Background: an optimization exercise with open tools, aiming at small area, a short achievable clock period and few clock cycles per item. Do not read the settings as production practice. RTL that was checked went through simulation tests only; none was proved equivalent to the original.

==> 02-22: inputs <==
==> flow/design.v <==
package bmru_pkg;
    localparam int MAP_BITS_DEFAULT = 2048;
    localparam int CMD_W   = 3;
    localparam int START_W = 12;
    localparam int COUNT_W = 13;
    localparam int POS_W   = 13;
    localparam int WORD_W  = 32;
    localparam int BIT_W   = 5;
    typedef enum logic [CMD_W-1:0] {
        CMD_TEST      = 3'd0,
        CMD_SET       = 3'd1,
        CMD_CLEAR     = 3'd2,
        CMD_TEST_CLR  = 3'd3,
        CMD_FIND_ZERO = 3'd4,
        CMD_FIND_SET  = 3'd5
    } cmd_t;
    function automatic logic [BIT_W-1:0] lowest_set(input logic [WORD_W-1:0] x);
        logic [WORD_W-1:0] y;
        logic [BIT_W-1:0]  idx;
        y   = x & (~x + WORD_W'(1));
        idx = '0;
        for (int j = 0; j < WORD_W; j++)
        begin
            if (y[j])
            begin
                idx = idx | BIT_W'(j);
            end
        end
        lowest_set = idx;
    endfunction
endpackage
module bmru_ram #(
    parameter int WIDTH = 32,
    parameter int DEPTH = 128,
    parameter int AW = (DEPTH > 1) ? $clog2(DEPTH) : 1
) (
    input  logic             clk,
    input  logic             we,
    input  logic [AW-1:0]    waddr,
    input  logic [WIDTH-1:0] wdata,
    input  logic [AW-1:0]    raddr,
    output logic [WIDTH-1:0] rdata
);
    logic [WIDTH-1:0] mem [DEPTH];
    always_ff @(posedge clk)
    begin
        if (we)
        begin
            mem[waddr] <= wdata;
        end
        rdata <= mem[raddr];
    end
endmodule
module bitmap_range_update_and_search #(
    parameter int MAP_BITS = bmru_pkg::MAP_BITS_DEFAULT
) (
    input  logic                          clk,
    input  logic                          rst_n,
    input  logic                          in_valid,
    output logic                          in_stall,
    input  logic [bmru_pkg::CMD_W-1:0]    cmd,
    input  logic [bmru_pkg::START_W-1:0]  start_index,
    input  logic [bmru_pkg::COUNT_W-1:0]  count,
    output logic                          out_valid,
    input  logic                          out_stall,
    output logic [bmru_pkg::POS_W-1:0]    position,
    output logic                          found,
    output logic                          bit_value
);
    localparam int WW    = bmru_pkg::WORD_W;         
    localparam int BW    = bmru_pkg::BIT_W;          
    localparam int WORDS = 2048 / WW;                
    localparam int WA    = 6;
    localparam int RW    = 15;                       
    localparam int QD    = 3;                        
    logic        acc;
    logic        in_stall_r;
    logic [13:0] sum;
    logic [13:0] upd_last;
    logic [12:0] fnd_last;
    logic [10:0] last_in;
    logic        ne_in;
    logic        is_upd_in, is_set_in, is_tc_in, is_find_in, is_test_in, want_in;
    logic        s_in_map;
    assign acc = in_valid && !in_stall_r;
    always_comb
    begin
        s_in_map   = !start_index[11];
        is_test_in = (cmd == 3'd0);
        is_set_in  = (cmd == 3'd1);
        is_tc_in   = (cmd == 3'd3);
        is_upd_in  = (cmd == 3'd1) || (cmd == 3'd2) || (cmd == 3'd3);
        is_find_in = (cmd == 3'd4) || (cmd == 3'd5);
        want_in    = (cmd == 3'd5) || (cmd == 3'd0);
        sum        = {2'b00, start_index} + {1'b0, count};
        upd_last   = sum - 14'd1;
        fnd_last   = count - 13'd1;
        last_in    = start_index[10:0];
        ne_in      = 1'b0;
        if (is_upd_in)
        begin
            last_in = (sum[13:11] != 3'd0) ? 11'h7FF : upd_last[10:0];
            ne_in   = s_in_map && (count != 13'd0);
        end
        else if (is_find_in)
        begin
            last_in = (count[12:11] != 2'd0) ? 11'h7FF : fnd_last[10:0];
            ne_in   = s_in_map && ({1'b0, start_index} < count);
        end
        else if (is_test_in)
        begin
            ne_in   = s_in_map;
        end
    end
    logic        v2;
    logic        ne2, upd2, set2, tc2, find2, test2, want2;
    logic [10:0] s2, l2;
    logic [12:0] cnt2;
    always_ff @(posedge clk or negedge rst_n)
    begin
        if (!rst_n)
        begin
            v2 <= 1'b0;
        end
        else
        begin
            v2 <= acc;
        end
    end
    always_ff @(posedge clk)
    begin
        ne2   <= ne_in;
        upd2  <= is_upd_in;
        set2  <= is_set_in;
        tc2   <= is_tc_in;
        find2 <= is_find_in;
        test2 <= is_test_in;
        want2 <= want_in;
        s2    <= start_index[10:0];
        l2    <= last_in;
        cnt2  <= count;
    end
    logic              clr;             
    logic [WW-1:0]     map_q [WORDS];
    always_ff @(posedge clk or negedge rst_n)
    begin
        if (!rst_n)
        begin
            clr <= 1'b1;
        end
        else
        begin
            clr <= 1'b0;
        end
    end
    logic [WA-1:0] ws, wl;
    logic [BW-1:0] bs, bl;
    logic          same_w, do_upd, set_v;
    assign ws     = s2[10:5];
    assign bs     = s2[4:0];
    assign wl     = l2[10:5];
    assign bl     = l2[4:0];
    assign same_w = (ws == wl);
    assign do_upd = v2 && ne2 && upd2;
    assign set_v  = set2 && !clr;
    logic [WORDS-1:0] r_mid, r_first, r_last;
    logic [WW-1:0]    c_first, c_last;
    always_comb
    begin
        for (int w = 0; w < WORDS; w++)
        begin
            r_first[w] = do_upd && (WA'(w) == ws);
            r_last[w]  = do_upd && (WA'(w) == wl) && !same_w;
            r_mid[w]   = clr || (do_upd && (WA'(w) > ws) && (WA'(w) < wl));
        end
        for (int b = 0; b < WW; b++)
        begin
            c_last[b]  = (BW'(b) <= bl);
            c_first[b] = (BW'(b) >= bs) && (!same_w || (BW'(b) <= bl));
        end
    end
    always_ff @(posedge clk)
    begin
        for (int w = 0; w < WORDS; w++)
        begin
            for (int b = 0; b < WW; b++)
            begin
                if (r_mid[w] || (r_first[w] && c_first[b]) || (r_last[w] && c_last[b]))
                begin
                    map_q[w][b] <= set_v;
                end
            end
        end
    end
    logic [WORDS-1:0] cand, first_oh;
    logic [WW-1:0]    w_start, w_hit;
    logic [WA-1:0]    hw;
    logic             hwv;
    always_comb
    begin
        for (int w = 0; w < WORDS; w++)
        begin
            cand[w] = (want2 ? (|map_q[w]) : !(&map_q[w])) &&
                      (WA'(w) > ws) && (WA'(w) <= wl);
        end
        first_oh = cand & (~cand + WORDS'(1));
        hwv      = |cand;
        w_start  = '0;
        w_hit    = '0;
        hw       = '0;
        for (int w = 0; w < WORDS; w++)
        begin
            w_start = w_start | (map_q[w] & {WW{WA'(w) == ws}});
            w_hit   = w_hit | (map_q[w] & {WW{first_oh[w]}});
            hw      = hw | (WA'(w) & {WA{first_oh[w]}});
        end
    end
    logic          v3;
    logic          ne3, tc3, find3, test3, want3, hwv3;
    logic [WW-1:0] ws_word3, hw_word3;
    logic [WA-1:0] ws3, wl3, hw3;
    logic [BW-1:0] bs3, bl3;
    logic [12:0]   cnt3;
    always_ff @(posedge clk or negedge rst_n)
    begin
        if (!rst_n)
        begin
            v3 <= 1'b0;
        end
        else
        begin
            v3 <= v2;
        end
    end
    always_ff @(posedge clk)
    begin
        ne3      <= ne2;
        tc3      <= tc2;
        find3    <= find2;
        test3    <= test2;
        want3    <= want2;
        hwv3     <= hwv;
        ws_word3 <= w_start;
        hw_word3 <= w_hit;
        ws3      <= ws;
        wl3      <= wl;
        hw3      <= hw;
        bs3      <= bs;
        bl3      <= bl;
        cnt3     <= cnt2;
    end
    logic [WW-1:0] m0, m1, x0, x1;
    logic          f0, f1, fnd;
    logic [10:0]   idx;
    logic [RW-1:0] res;
    always_comb
    begin
        for (int b = 0; b < WW; b++)
        begin
            m0[b] = (BW'(b) >= bs3) && ((ws3 != wl3) || (BW'(b) <= bl3));
            m1[b] = (hw3 != wl3) || (BW'(b) <= bl3);
        end
        x0  = (want3 ? ws_word3 : ~ws_word3) & m0 & {WW{ne3}};
        x1  = (want3 ? hw_word3 : ~hw_word3) & m1 & {WW{hwv3 && ne3}};
        f0  = |x0;
        f1  = |x1;
        idx = f0 ? {ws3, bmru_pkg::lowest_set(x0)} : {hw3, bmru_pkg::lowest_set(x1)};
        fnd = (f0 || f1) && (tc3 || find3);
        res = '0;
        if (fnd)
        begin
            res[14:2] = {2'b00, idx};
        end
        else if (find3)
        begin
            res[14:2] = cnt3;
        end
        res[1] = fnd;
        res[0] = test3 && f0;
    end
    logic          ov;
    logic [RW-1:0] od;
    logic [RW-1:0] q [QD];
    logic [1:0]    qn;
    logic [2:0]    outst;
    logic          take, load_out;
    assign take      = ov && !out_stall;
    assign load_out  = !ov || !out_stall;
    assign out_valid = ov;
    assign position  = od[14:2];
    assign found     = od[1];
    assign bit_value = od[0];
    assign in_stall  = in_stall_r;
    logic [2:0] outst_next;
    always_comb
    begin
        outst_next = outst + {2'b00, acc} - {2'b00, take};
    end
    always_ff @(posedge clk or negedge rst_n)
    begin
        if (!rst_n)
        begin
            ov         <= 1'b0;
            qn         <= '0;
            outst      <= '0;
            in_stall_r <= 1'b0;
        end
        else
        begin
            outst      <= outst_next;
            in_stall_r <= (outst_next >= 3'd4);
            if (load_out)
            begin
                ov <= (qn != 2'd0) || v3;
            end
            if (load_out && qn != 2'd0)
            begin
                qn <= qn - 2'd1 + {1'b0, v3};
            end
            else if (v3 && !(load_out && qn == 2'd0))
            begin
                qn <= qn + 2'd1;
            end
        end
    end
    always_ff @(posedge clk)
    begin
        if (load_out)
        begin
            od <= (qn != 2'd0) ? q[0] : res;
        end
        for (int i = 0; i < QD; i++)
        begin
            if (load_out && qn != 2'd0)
            begin
                if (i < QD - 1 && 2'(i + 1) < qn)
                begin
                    q[i] <= q[(i + 1) % QD];
                end
                else if (v3 && 2'(i + 1) == qn)
                begin
                    q[i] <= res;
                end
            end
            else if (v3 && !(load_out && qn == 2'd0) && 2'(i) == qn)
            begin
                q[i] <= res;
            end
        end
    end
endmodule
==> flow/run.sh <==
#!/bin/bash
# synth_recipe.tcl (not shown) runs the flow's synth.tcl, then flattens the netlist and writes it again
# the make line also repeats each setting of config.mk as NAME=value (left out here)
make -C /OpenROAD-flow-scripts/flow DESIGN_CONFIG=/design/flow/config.mk WORK_HOME=/design/flow/orfs CLKGATE_MAP_FILE= SYNTH_SCRIPT=/design/flow/synth_recipe.tcl finish
==> flow/config.mk <==
export PLATFORM = sky130hd
export DESIGN_NAME = bitmap_range_update_and_search
export DESIGN_NICKNAME = bitmap_range_update_and_search
export VERILOG_FILES = /design/flow/design.v
export SDC_FILE = /design/flow/constraint.sdc
export NUM_CORES = 4
export LEC_CHECK = 0
export CAP_MARGIN = 20
export CORE_MARGIN = 2
export CORE_UTILIZATION = 40
export SLEW_MARGIN = 20
==> flow/constraint.sdc <==
create_clock -name core_clock -period 10.0 [get_ports {clk}]
set_input_delay 2.0000 -clock core_clock [delete_from_list [all_inputs] [get_ports {clk}]]
set_output_delay 2.0000 -clock core_clock [all_outputs]
set_load 0.01 [all_outputs]
==> 05-12: changes against 02-22 <==
--- a/flow/design.v
+++ b/flow/design.v
@@ -194,3 +194,9 @@
     end
-    logic [WORDS-1:0] cand, first_oh;
+    localparam int NB = 8;
+    localparam int BWD = WORDS / NB;
+    logic [WORDS-1:0] cand, loc_first;
+    logic [NB-1:0]    b_any, b_first, b_eq;
+    logic [WW-1:0]    b_start [NB];
+    logic [WW-1:0]    b_hit [NB];
+    logic [2:0]       b_hw [NB];
     logic [WW-1:0]    w_start, w_hit;
@@ -202,15 +208,40 @@
         begin
-            cand[w] = (want2 ? (|map_q[w]) : !(&map_q[w])) &&
-                      (WA'(w) > ws) && (WA'(w) <= wl);
+            cand[w] = (want2 ? (|map_q[w]) : !(&map_q[w])) && (WA'(w) > ws);
         end
-        first_oh = cand & (~cand + WORDS'(1));
-        hwv      = |cand;
-        w_start  = '0;
-        w_hit    = '0;
-        hw       = '0;
-        for (int w = 0; w < WORDS; w++)
+        for (int k = 0; k < NB; k++)
+        begin
+            b_any[k]   = |cand[BWD*k +: BWD];
+            b_eq[k]    = (3'(k) == ws[5:3]);
+            b_start[k] = '0;
+            b_hit[k]   = '0;
+            b_hw[k]    = '0;
+            for (int j = 0; j < BWD; j++)
+            begin
+                loc_first[BWD*k+j] = cand[BWD*k+j];
+                for (int u = 0; u < j; u++)
+                begin
+                    loc_first[BWD*k+j] = loc_first[BWD*k+j] && !cand[BWD*k+u];
+                end
+                b_start[k] = b_start[k] | (map_q[BWD*k+j] & {WW{ws[2:0] == 3'(j)}});
+                b_hit[k]   = b_hit[k] | (map_q[BWD*k+j] & {WW{loc_first[BWD*k+j]}});
+                b_hw[k]    = b_hw[k] | (3'(j) & {3{loc_first[BWD*k+j]}});
+            end
+        end
+        for (int k = 0; k < NB; k++)
+        begin
+            b_first[k] = b_any[k];
+            for (int u = 0; u < k; u++)
+            begin
+                b_first[k] = b_first[k] && !b_any[u];
+            end
+        end
+        hwv     = |b_any;
+        w_start = '0;
+        w_hit   = '0;
+        hw      = '0;
+        for (int k = 0; k < NB; k++)
         begin
-            w_start = w_start | (map_q[w] & {WW{WA'(w) == ws}});
-            w_hit   = w_hit | (map_q[w] & {WW{first_oh[w]}});
-            hw      = hw | (WA'(w) & {WA{first_oh[w]}});
+            w_start = w_start | (b_start[k] & {WW{b_eq[k]}});
+            w_hit   = w_hit | (b_hit[k] & {WW{b_first[k]}});
+            hw      = hw | ({3'(k), b_hw[k]} & {WA{b_first[k]}});
         end
@@ -260,3 +291,3 @@
             m0[b] = (BW'(b) >= bs3) && ((ws3 != wl3) || (BW'(b) <= bl3));
-            m1[b] = (hw3 != wl3) || (BW'(b) <= bl3);
+            m1[b] = (hw3 < wl3) || ((hw3 == wl3) && (BW'(b) <= bl3));
         end
- ABC_CLOCK_PERIOD_IN_PS: not set -> 4000
- CELL_PAD_IN_SITES_DETAIL_PLACEMENT: not set -> 1
- CELL_PAD_IN_SITES_GLOBAL_PLACEMENT: not set -> 2
- CORE_UTILIZATION: 40 -> 25
- GPL_ROUTABILITY_DRIVEN: not set -> 1
- PLACE_DENSITY: not set -> 0.3
- SETUP_SLACK_MARGIN: not set -> 5
==> comparison table <==
	02-22	05-12
Rows	211	269
Synth warnings	3	6
Inserted Clock Buffers	268	314
Area of the mapped netlist	0.1329 mm2	0.1351 mm2
Simple-gate portion of the synthesized area	0.1533	0.1373
Resized cells post-CTS	0	331
Synth Area in Adders	0.003502	0.004001
Avg Inst Size Synth	10.72 um2	10.53 um2
Post-synthesis sequential area ratio	0.5011	0.4929
GPL Wtd Cong	1.671	1.028
Area fraction in compound gates after synthesis	0.2825	0.2964
Die height	580.4 um	739.1 um
Xor/xnor cell area share of the yosys netlist	0.006920	0.006159
Post-DP Area	0.1408 mm2	0.1473 mm2
Fraction of synthesized area in multiplexers	0.003916	0.01309
Number of buffers added for setup after CTS	0	70
Setup WS pre-CTS	2.228 ns	3.138 ns
Syn Nets	12,470	12,910
Area fraction of the dominant cell type after synthesis	0.4763	0.4686
HPWL after detailed placement	1144 mm	832.3 mm
Run status	aborted with a tool error	no timing/DRC/antenna violations
Stage where the flow stopped	5_1_grt	-
Testbench counts of 05-12, summed over its fixed seeds: cycles 3,224, items 3,200.
For 02-22, only the layout was checked, not whether the RTL still works.

## separate check: timing with driven ports
The flow's constraints put no driver on any port. The routed layout listed below was extracted and timed again, unchanged, in two steps.
Step 1 sets driving cells, clkbuf_16 on the clock port and buf_2 on the other inputs (assumed; they add their load-dependent delay and slew).
Step 2 also shifts input and output timing later by t, the mid clock arrival at the registers, as if the neighbouring blocks saw the same clock.
a / b / c = ideal / step 1 / step 2; a / b = the first two.
run: 05-12
shift t [ns]: 1.187
setup slack, ns: 4.591 / 4.591 / 4.262
worst hold slack (ns): 0.320 / 0.320 / 0.320
worst register clock-pin slew, ns: 0.07 / 0.07
worst slew at a driven data input, ns: 0.05
After both steps 05-12 still meets setup and hold. For 05-12, drivers alone change the setup slack by 0.000 ns; drivers and shift together by -0.329 ns.
